From an optimization exercise on the open Yosys and OpenROAD flow, aimed at small area; shortcuts taken in it are not production practice. Only simulation tests tie the RTL to the original design; equivalence was not proved. Power is estimated from default activity; no workload was simulated.

// pixel_compositor
module pixel_compositor (
    input  logic        Clk,
    input  logic        Reset,
    input  logic        frame_start,
    input  logic        de,
    input  logic [9:0]  DrawX,
    input  logic [9:0]  DrawY,
    input  logic [9:0]  X,
    input  logic [9:0]  Y,
    input  logic [9:0]  size,
    input  logic [7:0]  x_vec,
    input  logic [7:0]  y_vec,
    input  logic        map_en,
    input  logic        wall_on,
    input  logic [11:0] wall_color,
    input  logic [11:0] memdata,
    output logic [3:0]  Red,
    output logic [3:0]  Green,
    output logic [3:0]  Blue,
    output logic        out_valid,
    output logic        dots_ready
);
==> module pixel_compositor, before the edit <==
module pixel_compositor (
    input  logic        Clk,
    input  logic        Reset,
    input  logic        frame_start,
    input  logic        de,
    input  logic [9:0]  DrawX,
    input  logic [9:0]  DrawY,
    input  logic [9:0]  X,
    input  logic [9:0]  Y,
    input  logic [9:0]  size,
    input  logic [7:0]  x_vec,
    input  logic [7:0]  y_vec,
    input  logic        map_en,
    input  logic        wall_on,
    input  logic [11:0] wall_color,
    input  logic [11:0] memdata,
    output logic [3:0]  Red,
    output logic [3:0]  Green,
    output logic [3:0]  Blue,
    output logic        out_valid,
    output logic        dots_ready
);
    logic [9:0] x_lat, y_lat, s_lat;
    logic [7:0] xv_lat, yv_lat;
    logic       par_ok;
    logic [9:0] x_dot, y_dot;
    logic [7:0] xv_dot, yv_dot;
    logic       dot_ok;
    logic [3:0] cnt;
    logic       rdy;
    assign par_ok = (cnt != 4'd0) || dot_ok;
    assign rdy    = (cnt == 4'd0) && dot_ok;
    always_ff @(posedge Clk) begin
        if (frame_start) begin
            x_lat <= X; y_lat <= Y; s_lat <= size; xv_lat <= x_vec; yv_lat <= y_vec;
        end
        if (cnt == 4'd10 && !frame_start) begin
            x_dot <= x_lat; y_dot <= y_lat; xv_dot <= xv_lat; yv_dot <= yv_lat;
        end
    end
    always_ff @(posedge Clk) begin
        if (Reset) begin
            cnt <= '0; dot_ok <= 1'b0;
        end else if (frame_start) begin
            cnt <= 4'd1;
        end else if (cnt == 4'd10) begin
            cnt <= '0; dot_ok <= 1'b1;
        end else if (cnt != 4'd0) begin
            cnt <= cnt + 4'd1;
        end
    end
    logic [8:0] hx, hy;
    logic       dot_hit;
    dot_axis u_dx (.d(DrawX[7:0]), .p(x_dot), .a(xv_dot), .hit(hx));
    dot_axis u_dy (.d(DrawY[7:0]), .p(y_dot), .a(yv_dot), .hit(hy));
        assign dot_hit = dot_ok ? |(hx & hy) : (DrawX[7:0] == 8'd0 && DrawY[7:0] == 8'd0);
    logic signed [10:0] ddx, ddy;
    logic               player_hit;
    sub4 u_sx (.d(DrawX[7:0]), .p(x_lat), .r(ddx));
    sub4 u_sy (.d(DrawY[7:0]), .p(y_lat), .r(ddy));
    logic disc_in;
    disc_le u_disc (.dx(ddx), .dy(ddy), .s(s_lat), .le(disc_in));
        assign player_hit = par_ok && disc_in;
    logic above, below, in_map;
    col_cmp u_col (.y(DrawY), .m(memdata[7:0]), .above(above), .below(below));
    assign in_map = map_en && (DrawX <= 10'd160) && (DrawY <= 10'd120);
    logic [11:0] rgb1, rgb2;
    logic        v1, v2;
    logic [11:0] col;
    always_comb begin
        if (in_map) begin
            if (dot_hit)         col = 12'hFFF;
            else if (player_hit) col = 12'hF70;
            else if (wall_on)    col = wall_color;
            else                 col = 12'h004;
        end else begin
            if (above)           col = 12'h337;
            else if (below)      col = 12'h733;
            else                 col = {3{memdata[11:8]}};
        end
    end
    always_ff @(posedge Clk) begin
        if (Reset) begin
            rgb1 <= '0; v1 <= 1'b0; rgb2 <= '0; v2 <= 1'b0;
        end else begin
            rgb1 <= de ? col : 12'h000;
            v1   <= de;
            rgb2 <= rgb1;
            v2   <= v1;
        end
    end
    assign {Red, Green, Blue} = rgb2;
    assign out_valid  = v2;
    assign dots_ready = rdy;
endmodule
clock: 12.0 ns
lec_check: 0
cap_margin: 20
core_margin: 2
core_utilization: 40
cts_buf_list: sky130_fd_sc_hd__clkbuf_8
slew_margin: 20
synth_hierarchical: 1
standard.sh (not shown) runs the stock make flow with config.mk's settings and CLKGATE_MAP_FILE= SYNTH_SCRIPT=/design/flow/synth_recipe.tcl, a recipe that flattens the netlist after the stock synthesis.
==> flow/flow/run.sh <==
#!/bin/bash
set -e
export BUFFER_PORTS_ARGS="-buffer_cell sky130_fd_sc_hd__buf_1"
export CTS_ARGS="-sink_clustering_enable -repair_clock_nets -buf_list sky130_fd_sc_hd__clkbuf_8 -dont_use_dummy_load"
bash standard.sh > standard_flow.log 2>&1
The first run passed the timing, DRC and antenna checks.
Change:
--- a/flow/design.v
+++ b/flow/design.v
@@ -26,27 +26,25 @@
     logic [9:0] x_dot, y_dot;
     logic [7:0] xv_dot, yv_dot;
     logic       dot_ok;
     logic [3:0] cnt;
     logic       rdy;
-    assign par_ok = (cnt != 4'd0) || dot_ok;
-    assign rdy    = (cnt == 4'd0) && dot_ok;
     always_ff @(posedge Clk) begin
         if (frame_start) begin
             x_lat <= X; y_lat <= Y; s_lat <= size; xv_lat <= x_vec; yv_lat <= y_vec;
         end
         if (cnt == 4'd10 && !frame_start) begin
             x_dot <= x_lat; y_dot <= y_lat; xv_dot <= xv_lat; yv_dot <= yv_lat;
         end
     end
     always_ff @(posedge Clk) begin
         if (Reset) begin
-            cnt <= '0; dot_ok <= 1'b0;
+            cnt <= '0; rdy <= 1'b0; par_ok <= 1'b0; dot_ok <= 1'b0;
         end else if (frame_start) begin
-            cnt <= 4'd1;
+            cnt <= 4'd1; rdy <= 1'b0; par_ok <= 1'b1;
         end else if (cnt == 4'd10) begin
-            cnt <= '0; dot_ok <= 1'b1;
+            cnt <= '0; rdy <= 1'b1; dot_ok <= 1'b1;
         end else if (cnt != 4'd0) begin
             cnt <= cnt + 4'd1;
         end
     end
     logic [8:0] hx, hy;
What happened:
- global-route usage barely changes
- final area stays flat
- die area hardly moves
- setup slack improves by 0.089 ns
- register-to-register slack is about the same
- utilization stays flat
- routed wire length stays flat
- power went up slightly

## static timing again, ports no longer ideal
The flow's constraints put no driver on any port. The routed layouts listed below were extracted and timed again, unchanged, in two steps.
Step 1, drivers: a clkbuf_16 drives Clk and a buf_2 each remaining input, both assumed.
Step 2 adds t to the input delays and takes it off the output delays; t is the mean of the earliest and latest rising clock arrival at the registers after step 1. Input paths then give back, and output paths get back, about the clock's delay inside the block.
Three values: ideal ports, drivers, drivers and shift; two values: the first two.
run	t (ns)	slack for setup (ns)	worst setup path after step 2
the first run	0.483	1.009 / 1.013 / 0.530	input to register
the second run	0.471	1.098 / 1.096 / 0.625	input to register
After both steps every run listed still meets setup and hold. For the first run, which loses most, drivers alone change the setup slack by +0.004 ns; drivers and shift together by -0.479 ns.
